From an optimization exercise on the open Yosys and OpenROAD flow, aimed at small area, a short achievable clock period and few clock cycles per item; shortcuts taken in it are not production practice.
Function was checked by simulation only, so behaviour that the tests miss may differ from the original.
Power and IR drop assume default switching activity.

==> flow/design.v (outline; a module is shown in full before it is edited, if it fits) <==
// module tbeq_ctrl: 48 lines
// module tbeq_datapath: 166 lines
// module tbeq_booth: 21 lines
// module tbeq_add: 37 lines
// module tbeq_pole_a: 644 lines
// module tbeq_gain: 1301 lines
// module three_band_equalizer: 53 lines
module three_band_equalizer
(
  input  logic                  clk,
  input  logic                  rst_n,
  input  logic                  in_valid,
  output logic                  in_ready,
  input  logic signed [15:0]    in_sample,
  input  logic                  in_block_start,
  output logic                  out_valid,
  input  logic                  out_ready,
  output logic signed [15:0]    out_sample,
  output logic                  out_clipped,
  input  logic                  cfg_valid,
  output logic                  cfg_ready,
  input  logic [tbeq_pkg::CFG_IDX_W-1:0]  cfg_index,
  input  logic [tbeq_pkg::CFG_DATA_W-1:0] cfg_data
);
  // ...
==> flow/run.sh <==
#!/bin/bash
# synth_recipe.tcl (not shown) runs the flow's synth.tcl, then flattens the netlist and writes it again
# the make line also repeats each setting of config.mk as NAME=value (left out here)
make -C /OpenROAD-flow-scripts/flow DESIGN_CONFIG=/design/flow/config.mk WORK_HOME=/design/flow/orfs CLKGATE_MAP_FILE= SYNTH_SCRIPT=/design/flow/synth_recipe.tcl finish
==> flow/config.mk <==
export PLATFORM = sky130hd
export DESIGN_NAME = three_band_equalizer
export DESIGN_NICKNAME = three_band_equalizer
export VERILOG_FILES = /design/flow/design.v
export SDC_FILE = /design/flow/constraint.sdc
export NUM_CORES = 4
export LEC_CHECK = 0
export CAP_MARGIN = 20
export CORE_MARGIN = 2
export CORE_UTILIZATION = 40
export SETUP_SLACK_MARGIN = 5
export SLEW_MARGIN = 20
==> flow/constraint.sdc <==
create_clock -name core_clock -period 11.0 [get_ports {clk}]
set_input_delay 2.2000 -clock core_clock [delete_from_list [all_inputs] [get_ports {clk}]]
set_output_delay 2.2000 -clock core_clock [all_outputs]
set_load 0.01 [all_outputs]
==> impl_metrics.py, run 1 <==
metrics = {
    "min_path": {
        "whs_path_depth": 0,
        "min_to": "u_datapath.tb_r[3]",
    },
    "finish": {
        "final_cell_mix": "fa_1 (1,155), xnor2_1 (1,134), a22oi_1 (1,101)",
        "seqCellArea_mm2": 0.02100,
        "final_util_pct": 44.21,
        "top_area_cell_class": "multi-input combinational cells",
    },
    "synth": {
        "synth_area_mm2": 0.09055,
    },
    "status": {
        "outcome": "complete, no violations",
    },
    "power_and_ir_drop": {
        "p_sw_share_pct": 48.57,
        "p_clk_share_pct": 10.1,
        "pg_clk_mw": 3.66,
        "p_seq_mw": 6.55,
        "powerDensity_mw_per_mm2": 363.4,
    },
    "worst_setup_path": {
        "cp.required_ns": 11.69,
        "arrival_ns": 7.28,
        "cp_num_cells": 31,
        "critical_path_class": "reg2reg",
        "r2r_setup_slack_ns": 4.41,
        "reg2reg_from": "u_datapath.sa_r[3][0]",
        "path_buf_inv": 1,
    },
    "clock_tree": {
        "postCtsSetupRepairBufs": 70,
        "cts_buffers": 107,
        "cts.sinks": 925,
        "clk_path_buf_depth": 3,
    },
    "die": {
        "die_area_mm2": 0.2302,
        "chipHeight_um": 479.8,
        "tapCellCount": 2992,
    },
    "timing": {
        "timing.final.crit_share_pct": 59.92,
        "setup_ws_ns": 4.409,
        "final-setup-viol-count": 0,
    },
    "placement": {
        "gp_congestion": 0.9160,
    },
    "detailed_routing": {
        "wl_per_cell_um": 23.84,
    },
    "global_route": {
        "gr-usage-met1_pct": 32.27,
    },
}
Testbench counts, summed over its fixed seeds: cycles 8,296, items 4,096.
==> module tbeq_datapath, before the edit <==
module tbeq_datapath
(
  input  logic                                    clk,
  input  logic                                    rst_n,
  input  logic                                    load,
  input  logic                                    hi_ph,
  input  logic [11:0]                             tv,
  input  logic                                    q_we,
  input  logic [2:0]                              q_wa,
  input  logic [2:0]                              q_ra,
  input  logic signed [15:0]                      sample_in,
  input  logic                                    block_start,
  input  logic                                    cfg_we,
  input  logic [tbeq_pkg::CFG_IDX_W-1:0]          cfg_index,
  input  logic [tbeq_pkg::CFG_DATA_W-1:0]         cfg_data,
  output logic signed [15:0]                      sample_out,
  output logic                                    clipped
);
  logic [16:0] low_coef_r, high_coef_r;
  logic [15:0] low_gain_r, mid_gain_r, high_gain_r;
  logic [16:0] dlm_r, dmh_r;
  always_ff @(posedge clk) begin
    if (!rst_n) begin
      low_coef_r  <= tbeq_pkg::LOW_COEF_RST;
      high_coef_r <= tbeq_pkg::HIGH_COEF_RST;
      low_gain_r  <= tbeq_pkg::LOW_GAIN_RST;
      mid_gain_r  <= tbeq_pkg::MID_GAIN_RST;
      high_gain_r <= tbeq_pkg::HIGH_GAIN_RST;
    end else if (cfg_we) begin
      unique case (cfg_index)
        tbeq_pkg::REG_LOW_COEF:  low_coef_r  <= cfg_data;
        tbeq_pkg::REG_HIGH_COEF: high_coef_r <= cfg_data;
        tbeq_pkg::REG_LOW_GAIN:  low_gain_r  <= cfg_data[15:0];
        tbeq_pkg::REG_MID_GAIN:  mid_gain_r  <= cfg_data[15:0];
        tbeq_pkg::REG_HIGH_GAIN: high_gain_r <= cfg_data[15:0];
        default: ;
      endcase
    end
  end
  always_ff @(posedge clk) begin
    dlm_r <= 17'(low_gain_r) - 17'(mid_gain_r);
    dmh_r <= 17'(mid_gain_r) - 17'(high_gain_r);
  end
  logic signed [15:0] x_r, h1_r, h2_r;
  logic [1:0]         hcnt_r;            
  logic signed [15:0] d_r [5];           
  logic [8:0]         tb_r;              
  logic               first_r;           
  logic               bs_in;             
  assign bs_in = block_start || first_r;
  always_ff @(posedge clk) begin
    if (!rst_n) begin
      hcnt_r  <= '0;
      first_r <= 1'b1;
    end else if (load) begin
      first_r <= 1'b0;
      hcnt_r  <= bs_in ? 2'd1 : (hcnt_r == 2'd3) ? 2'd3 : hcnt_r + 2'd1;
    end
  end
  always_ff @(posedge clk) begin
    if (load) begin
      x_r    <= sample_in;
      h1_r   <= x_r;
      h2_r   <= h1_r;
      d_r[0] <= (!bs_in && hcnt_r == 2'd3) ? h2_r : 16'sd0;
    end
    if (!hi_ph) begin
      for (int i = 1; i < 5; i++) d_r[i] <= d_r[i-1];
    end
    tb_r <= {tb_r[7:0], load && bs_in};
  end
  logic [8:0] lc_one, lc_two, lc_neg, hc_one, hc_two, hc_neg;
  logic [8:0] dg_one_r, dg_two_r, dg_neg_r;
  tbeq_booth #(.SIGNED(1'b0)) u_enc_lc (.b(low_coef_r),  .one(lc_one), .two(lc_two), .neg(lc_neg));
  tbeq_booth #(.SIGNED(1'b0)) u_enc_hc (.b(high_coef_r), .one(hc_one), .two(hc_two), .neg(hc_neg));
  always_ff @(posedge clk) begin
    dg_one_r <= hi_ph ? lc_one : hc_one;
    dg_two_r <= hi_ph ? lc_two : hc_two;
    dg_neg_r <= hi_ph ? lc_neg : hc_neg;
  end
  logic [23:0] pole_r [4];
  logic [24:0] dif_r  [4];
  logic [27:0] sa_r   [4];
  logic [27:0] sb_r   [4];
  logic [3:0]  cy_r;
  logic [23:0] pn     [4];
  for (genvar i = 0; i < 4; i++) begin : g_unit
    logic        a_v, a_bs, d_bs;
    logic [8:0]  one, two, neg;
    logic [23:0] p;
    logic [27:0] sa, sb;
    logic        cy;
    logic [27:0] t;
    logic        t_co;
    logic signed [23:0] s, q;
    logic [24:0]        dif;
    logic               dif_co;
    assign a_v  = tv[2*i+1] || tv[2*i+2];
    assign a_bs = tb_r[2*i+1] || tb_r[2*i+2];
    assign d_bs = tb_r[2*i] || tb_r[2*i+1];
    assign one = dg_one_r & {9{a_v}};
    assign two = dg_two_r & {9{a_v}};
    assign neg = dg_neg_r & {9{a_v}};
    assign p   = a_bs ? 24'd0 : pole_r[i];
    tbeq_pole_a u_a (.d(dif_r[i]), .p(p), .one(one), .two(two), .neg(neg),
                     .sa(sa), .sb(sb), .cy(cy));
    tbeq_add #(.W(28), .L(5)) u_b (.a(sa_r[i]), .b(sb_r[i]), .ci(cy_r[i]), .s(t), .co(t_co));
    assign pn[i] = (t[27:23] == 5'b00000 || t[27:23] == 5'b11111) ? t[23:0] :
                   t[27] ? 24'h800000 : 24'h7fffff;
    assign q = d_bs ? 24'd0 : pn[i];
    tbeq_add #(.W(25), .L(5)) u_d (.a({s[23], s}), .b(~{q[23], q}), .ci(1'b1), .s(dif), .co(dif_co));
    if (i == 0) begin : g_src0
      assign s = {x_r, 8'd0};
    end else begin : g_srcn
      assign s = pn[i-1];
    end
    always_ff @(posedge clk) begin
      sa_r[i]   <= sa;
      sb_r[i]   <= sb;
      cy_r[i]   <= cy;
      pole_r[i] <= pn[i];
      dif_r[i]  <= dif;
    end
  end
  logic [8:0]  a_one, a_two, a_neg, b_one, b_two, b_neg, c_one, c_two, c_neg;
  logic [8:0]  g_one, g_two, g_neg, k_one, k_two, k_neg;
  logic [43:0] ga, gb, ga_r, gb_r, fa, fb;
  logic [19:0] glo;
  logic        gcy, gco;
  logic [23:0] gs;
  logic        ovf;
  logic [15:0] y;
  tbeq_booth #(.SIGNED(1'b1)) u_enc_a (.b(dlm_r), .one(a_one), .two(a_two), .neg(a_neg));
  tbeq_booth #(.SIGNED(1'b1)) u_enc_b (.b(dmh_r), .one(b_one), .two(b_two), .neg(b_neg));
  tbeq_booth #(.SIGNED(1'b0)) u_enc_c (.b({1'b0, high_gain_r}), .one(c_one), .two(c_two), .neg(c_neg));
  assign g_one = hi_ph ? b_one : a_one;
  assign g_two = hi_ph ? b_two : a_two;
  assign g_neg = hi_ph ? b_neg : a_neg;
  assign k_one = c_one & {9{!hi_ph}};
  assign k_two = c_two & {9{!hi_ph}};
  assign k_neg = c_neg & {9{!hi_ph}};
  assign fa    = ga_r & {44{hi_ph}};
  assign fb    = gb_r & {44{hi_ph}};
  tbeq_gain u_gain (
    .m (pole_r[3]), .d (d_r[4]), .fa (fa), .fb (fb),
    .g_one (g_one), .g_two (g_two), .g_neg (g_neg),
    .c_one (k_one), .c_two (k_two), .c_neg (k_neg),
    .ra (ga), .rb (gb)
  );
  tbeq_add #(.W(20), .L(5)) u_glo (.a(ga_r[19:0]), .b(gb_r[19:0]), .ci(1'b0), .s(glo), .co(gcy));
  tbeq_add #(.W(24), .L(5)) u_ghi (.a(ga_r[43:20]), .b(gb_r[43:20]), .ci(gcy), .s(gs), .co(gco));
  assign ovf = !(gs[23:15] == 9'h000 || gs[23:15] == 9'h1ff);
  assign y   = ovf ? (gs[23] ? 16'h8000 : 16'h7fff) : gs[15:0];
  always_ff @(posedge clk) begin
    ga_r <= ga;
    gb_r <= gb;
  end
  logic [16:0] q_r [7];
  always_ff @(posedge clk) begin
    if (q_we) begin
      q_r[q_wa] <= {ovf, y};
    end
  end
  assign sample_out = q_r[q_ra][15:0];
  assign clipped    = q_r[q_ra][16];
endmodule
==> inputs of run 2 (changes only) <==
--- a/flow/design.v
+++ b/flow/design.v
@@ -141,53 +141,53 @@
   tbeq_booth #(.SIGNED(1'b0)) u_enc_hc (.b(high_coef_r), .one(hc_one), .two(hc_two), .neg(hc_neg));
   always_ff @(posedge clk) begin
     dg_one_r <= hi_ph ? lc_one : hc_one;
     dg_two_r <= hi_ph ? lc_two : hc_two;
     dg_neg_r <= hi_ph ? lc_neg : hc_neg;
   end
   logic [23:0] pole_r [4];
   logic [24:0] dif_r  [4];
-  logic [27:0] sa_r   [4];
-  logic [27:0] sb_r   [4];
+  logic [27:0] sg_r   [4];
+  logic [27:0] sx_r   [4];
   logic [3:0]  cy_r;
   logic [23:0] pn     [4];
   for (genvar i = 0; i < 4; i++) begin : g_unit
     logic        a_v, a_bs, d_bs;
     logic [8:0]  one, two, neg;
     logic [23:0] p;
-    logic [27:0] sa, sb;
+    logic [27:0] sg, sx;
     logic        cy;
     logic [27:0] t;
     logic        t_co;
     logic signed [23:0] s, q;
     logic [24:0]        dif;
     logic               dif_co;
     assign a_v  = tv[2*i+1] || tv[2*i+2];
     assign a_bs = tb_r[2*i+1] || tb_r[2*i+2];
     assign d_bs = tb_r[2*i] || tb_r[2*i+1];
     assign one = dg_one_r & {9{a_v}};
     assign two = dg_two_r & {9{a_v}};
     assign neg = dg_neg_r & {9{a_v}};
     assign p   = a_bs ? 24'd0 : pole_r[i];
     tbeq_pole_a u_a (.d(dif_r[i]), .p(p), .one(one), .two(two), .neg(neg),
-                     .sa(sa), .sb(sb), .cy(cy));
-    tbeq_add #(.W(28), .L(5)) u_b (.a(sa_r[i]), .b(sb_r[i]), .ci(cy_r[i]), .s(t), .co(t_co));
+                     .sg(sg), .sx(sx), .cy(cy));
+    tbeq_addgp #(.W(28), .L(5)) u_b (.gi(sg_r[i]), .xi(sx_r[i]), .ci(cy_r[i]), .s(t), .co(t_co));
     assign pn[i] = (t[27:23] == 5'b00000 || t[27:23] == 5'b11111) ? t[23:0] :
                    t[27] ? 24'h800000 : 24'h7fffff;
     assign q = d_bs ? 24'd0 : pn[i];
     tbeq_add #(.W(25), .L(5)) u_d (.a({s[23], s}), .b(~{q[23], q}), .ci(1'b1), .s(dif), .co(dif_co));
     if (i == 0) begin : g_src0
       assign s = {x_r, 8'd0};
     end else begin : g_srcn
       assign s = pn[i-1];
     end
     always_ff @(posedge clk) begin
-      sa_r[i]   <= sa;
-      sb_r[i]   <= sb;
+      sg_r[i]   <= sg;
+      sx_r[i]   <= sx;
       cy_r[i]   <= cy;
       pole_r[i] <= pn[i];
       dif_r[i]  <= dif;
     end
   end
   logic [8:0]  a_one, a_two, a_neg, b_one, b_two, b_neg, c_one, c_two, c_neg;
   logic [8:0]  g_one, g_two, g_neg, k_one, k_two, k_neg;
   logic [43:0] ga, gb, ga_r, gb_r, fa, fb;
@@ -283,25 +283,60 @@
   end
   assign c[0] = ci;
   for (genvar i = 0; i < W; i++) begin : g_car
     assign c[i+1] = g[L][i] | (p[L][i] & ci);
   end
   assign s  = x ^ c[W-1:0];
   assign co = c[W];
 endmodule
+module tbeq_addgp
+#(
+  parameter int W = 8,
+  parameter int L = 3           
+) (
+  input  logic [W-1:0] gi,
+  input  logic [W-1:0] xi,
+  input  logic         ci,
+  output logic [W-1:0] s,
+  output logic         co
+);
+  logic [W-1:0] g [L+1];
+  logic [W-1:0] p [L+1];
+  logic [W:0]   c;
+  assign g[0] = gi;
+  assign p[0] = xi;
+  for (genvar l = 0; l < L; l++) begin : g_lvl
+    for (genvar i = 0; i < W; i++) begin : g_bit
+      if (((i >> l) & 1) == 1) begin : g_op
+        localparam int J = ((i >> l) << l) - 1;
+        assign g[l+1][i] = g[l][i] | (p[l][i] & g[l][J]);
+        assign p[l+1][i] = p[l][i] & p[l][J];
+      end else begin : g_pass
+        assign g[l+1][i] = g[l][i];
+        assign p[l+1][i] = p[l][i];
+      end
+    end
+  end
+  assign c[0] = ci;
+  for (genvar i = 0; i < W; i++) begin : g_car
+    assign c[i+1] = g[L][i] | (p[L][i] & ci);
+  end
+  assign s  = xi ^ c[W-1:0];
+  assign co = c[W];
+endmodule
 module tbeq_pole_a
 (
   input  logic [24:0] d,
   input  logic [23:0] p,
   input  logic [8:0]  one,
   input  logic [8:0]  two,
   input  logic [8:0]  neg,
-  output logic [27:0] sa,
-  output logic [27:0] sb,
+  output logic [27:0] sg,        
+  output logic [27:0] sx,        
   output logic        cy
 );
   logic [43:0] ra, rb;
   logic [15:0] lo;
   wire pa0 = neg[8] ^ p[0];
   wire pa1 = pa0 ^ (((one[0] & d[16]) | (two[0] & d[15])) ^ neg[0]);
   wire pa2 = (neg[8] & p[0]) | (pa0 & (((one[0] & d[16]) | (two[0] & d[15])) ^ neg[0]));
   wire pa3 = p[1] ^ (((one[0] & d[17]) | (two[0] & d[16])) ^ neg[0]);
@@ -924,18 +959,18 @@
   wire pa620 = pa619 ^ pa508;
   wire pa621 = ((((one[8] & d[23]) | (two[8] & d[22])) ^ neg[8]) & pa506) | (pa619 & pa508);
   wire pa622 = pa403 ^ (((one[8] & d[24]) | (two[8] & d[23])) ^ neg[8]);
   wire pa623 = pa622 ^ pa509;
   wire pa624 = (pa403 & (((one[8] & d[24]) | (two[8] & d[23])) ^ neg[8])) | (pa622 & pa509);
   assign ra = {1'b1, 1'b1, ~(((one[8] & d[24]) | (two[8] & d[24])) ^ neg[8]), pa621, pa620, pa615, pa612, pa611, pa606, pa603, pa600, pa597, pa596, pa591, pa588, pa585, pa582, pa579, pa576, pa573, pa570, pa567, pa564, pa561, pa558, pa555, pa552, pa549, pa546, pa543, pa540, pa537, pa534, pa531, pa528, pa525, pa522, pa519, pa516, pa513, pa511, ((one[1] & d[0]) ^ neg[1]), (((one[0] & d[1]) | (two[0] & d[0])) ^ neg[0]), neg[0]};
   assign rb = {1'b0, 1'b0, pa624, pa623, pa618, pa617, pa614, pa609, pa608, pa605, pa602, pa599, pa594, pa593, pa590, pa587, pa584, pa581, pa578, pa575, pa572, pa569, pa566, pa563, pa560, pa557, pa554, pa551, pa548, pa545, pa542, pa539, pa536, pa533, pa530, pa527, pa524, pa521, pa518, pa515, pa512, pa510, 1'b0, ((one[0] & d[0]) ^ neg[0])};
   tbeq_add #(.W(16), .L(4)) u_lo (.a(ra[15:0]), .b(rb[15:0]), .ci(1'b0), .s(lo), .co(cy));
-  assign sa = ra[43:16];
-  assign sb = rb[43:16];
+  assign sg = ra[43:16] & rb[43:16];
+  assign sx = ra[43:16] ^ rb[43:16];
 endmodule
 module tbeq_gain
 (
   input  logic [23:0] m,
   input  logic [15:0] d,
   input  logic [43:0] fa,
   input  logic [43:0] fb,
   input  logic [8:0]  g_one, g_two, g_neg,
==> impl_metrics.py, run 2 <==
metrics = {
    "finish": {
        "top_register": "u_datapath.q_r",
        "layout_commonest_cell": "fa_1",
        "final_cell_mix": "fa_1 (1,151), xnor2_1 (1,125), a22oi_1 (1,102)",
        "largest_reg_flops": 119,
        "fillers": 21408,
        "layout.nets": 10545,
        "top_regs": "u_datapath.q_r x119, u_datapath.sg_r x104, u_datapath.sx_r x104",
        "drive_above_1_share_pct": 7.543,
        "final_util_pct": 43.76,
        "synthToLayoutAreaGrowth_pct": 8.568,
    },
    "worst_setup_path": {
        "critical_path_class": "reg2reg",
        "critPathCaptureType": "flop",
        "path_buf_inv": 2,
        "crit_path_max_fanout": 4,
        "arrival_ns": 6.66,
        "critical-path-slowest-cell": "o31a_4",
        "crit_top_cell": "o21a_1",
        "cp-start-kind": "flop",
        "cp.required_ns": 11.67,
        "path_delay_family": "compound AO/OA/AOI/OAI gates",
        "cpPeakStageDelay_ns": 0.39,
    },
    "power_and_ir_drop": {
        "cellLeakagePower_nw": 35.81,
        "powerDensity_mw_per_mm2": 324.8,
        "ir_worst_vdd_v": 0.0003398,
    },
    "global_route": {
        "track_usage_pct": 24.95,
        "grt_pass1_wl_mm": 443.1,
        "grt_pass1_vias": 72681,
        "grt-ovfl-total": 0,
        "antenna_found_initial": 14,
        "grt_start_max_net_pins": 73,
    },
    "detailed_routing": {
        "drc": 0,
        "wl_per_cell_um": 24.36,
        "via_per_inst": 5.771,
        "drtPass1Iterations": 6,
        "drt_iter0_drc": 6651,
        "ant_nets": 0,
        "vias": 68853,
        "wirelength_mm": 290.6,
    },
    "timing": {
        "min_period_ns": 5.994,
        "timing.final.crit_share_pct": 54.49,
        "rsz0062_at_grt": "yes",
        "fmax_ghz": 0.1668,
        "final-setup-viol-count": 0,
        "slew_headroom_pct": 13.34,
        "tightest_slew_ns": 1.300,
        "tns_ns": 0,
        "finalMaxSlewViolations": 0,
        "fin_skew_ns": 0.04873,
        "hold_violations": 0,
    },
    "placement": {
        "port_buffers": 60,
        "gp_congestion": 0.9329,
        "place_hpwl_mm": 210.0,
    },
    "clock_tree": {
        "clk_pin_slew_ns": 0.06,
        "clock_latency_ns": 0.76,
        "cts_buffers": 101,
        "cts.sinks": 925,
        "clk_path_buf_depth": 3,
        "cts_root_buf": "clkbuf_16",
        "cts_tree": "built",
        "htree_levels": 3,
    },
    "synth": {
        "yosysTopAreaCell": "fa_1",
        "synth.most_common_cell": "fa_1",
        "synthCells": 9171,
        "synth_edf_count": 247,
        "synth-seq-area-share_pct": 23.11,
        "async_reset_ff_share_pct": 0,
        "ys_types": 96,
        "synth-seq-cells": 925,
        "yosys_warnings": 29,
        "synth_area_leaders": "fa_1 (25%), dfxtp_1 (15%), xnor2_1 (11%), a22oi_1 (9.1%), edfxtp_1 (8.2%)",
        "synth_area_mm2": 0.09083,
        "synthTopCellsByCount": "fa_1 (1,151), xnor2_1 (1,125), a22oi_1 (1,103), inv_1 (877), dfxtp_1 (678)",
        "synth_nets": 10877,
        "synth_top_area_share_pct": 25.37,
        "syn_avg_cell_area_um2": 9.904,
        "ys.flop_type": "dfxtp_1",
    },
    "die": {
        "die_area_mm2": 0.2309,
        "chipHeight_um": 480.5,
        "start_util_pct": 40.31,
        "rows": 174,
        "fp.dieW_um": 480.5,
        "io-pin-count": 62,
        "core_mm2": 0.2253,
    },
    "flow_run": {
        "drv_cap": 0,
    },
    "min_path": {
        "hp-class": "reg2reg",
    },
    "status": {
        "outcome": "complete, no violations",
    },
}
## run 2: path summary, 6_finish.rpt
path	startpoint	endpoint	slack, ns	depth (start not counted)
hold / removal	u_datapath.tb_r[3]	u_datapath.tb_r[4]	0.37	0
hold reg to reg	u_datapath.tb_r[3]	u_datapath.tb_r[4]	0.37	0
setup reg to reg	u_datapath.sx_r[3][0]	u_datapath.dif_r[3][23]	5.01	26
setup / recovery	u_datapath.sx_r[3][0]	u_datapath.dif_r[3][23]	5.01	26
## run 2: routing by layer
layer	global-route usage, %	up-vias	share of wire, %
met4	12.86	2	5.6
met1	31.22	34556	39
met2	40.85	3432	47
met5	0	-	0.0045
li1	-	30040	-
met3	4.864	823	8.5
## run 2: layout make-up
class,count,area (µm²),area share (%)
sequential,925,21000,21.29
tap,2992,3744,3.796
inverter,907,3406,3.454
timing repair buffer,345,2765,2.804
clock inverter,54,733.2,0.7435
clock buffer,132,2825,2.865
antenna,16,40.04,0.04060
multi-input combinational,6559,64100,65.00
## run 2: where the power goes
| part | internal [mW] | switching [mW] |
|---|---|---|
| clock | 2.11 | 1.52 |
| combinational | 9.12 | 12.8 |
| sequential | 5.19 | 1.33 |
| total | 16.4 | 15.6 |
## run 2: logic make-up after synthesis
family / count (synthesis) / synth area share [%]
AO/OA/AOI/OAI: 2055 / 16.20
XOR/XNOR: 1335 / 12.87
adder cells (fa/ha/maj): 1664 / 32.44
buffers and inverters: 1690 / 7.010
flip-flops: 925 / 23.11
multiplexers: 81 / 1.181
other: 1 / 0.004129
AND/OR/NAND/NOR: 1420 / 7.188
## run 2: metrics by stage
stage | area [µm²] | setup WS [ns] | power (mW) | cells | hold slack, ns
2_1_floorplan | 90830 | 5.083 | 21.31 | 9171 | 0.3290
3_3_place_gp | 94260 | 3.485 | 27.21 | 11689 | 0.3585
3_5_place_dp | 94260 | 3.378 | 27.74 | 11689 | 0.3670
4_1_cts | 98180 | 4.971 | 31.78 | 11889 | 0.3750
5_1_grt | 98610 | 4.720 | 35.29 | 11928 | 0.3841
6_report | 98610 | 5.006 | 32.03 | 11930 | 0.3723
## run 2: repair_timing
| action | in CTS | in global routing |
|---|---|---|
| gates cloned | 5 | 2 |
| endpoints found under the setup margin | 63 | 40 |
| resized for setup | 54 | 46 |
| hold buffers | 0 | 0 |
| pin swaps | 9 | 37 |
| buffers inserted | 9 | 23 |
Testbench counts of run 2, summed over its fixed seeds: cycles 8,296, items 4,096.

port drivers added, routing unchanged:
No port has a modelled driver above. Below, the same layouts with a new extraction and two added sets of constraints. Step 1 sets driving cells, clkbuf_16 on the clock port and buf_2 on the other inputs (assumed; they add their load-dependent delay and slew). Step 2 adds t to the input delays and takes it off the output delays; t is the mean of the earliest and latest rising clock arrival at the registers after step 1. Input paths then give back, and output paths get back, about the clock's delay inside the block. Three values: ideal, step 1, step 2; two values: the first two.
| run | t (ns) | slack for setup (ns) | worst setup path after step 2 | worst data-port slew with drivers (ns) | pins driven straight from the clock port |
|---|---|---|---|---|---|
| run 1 | 0.854 | 4.409 / 4.409 / 4.409 | register to register | 0.07 | 1 |
| run 2 | 0.825 | 5.006 / 5.006 / 5.006 | register to register | 0.27 | 1 |
After both steps setup and hold are still met in every run listed.
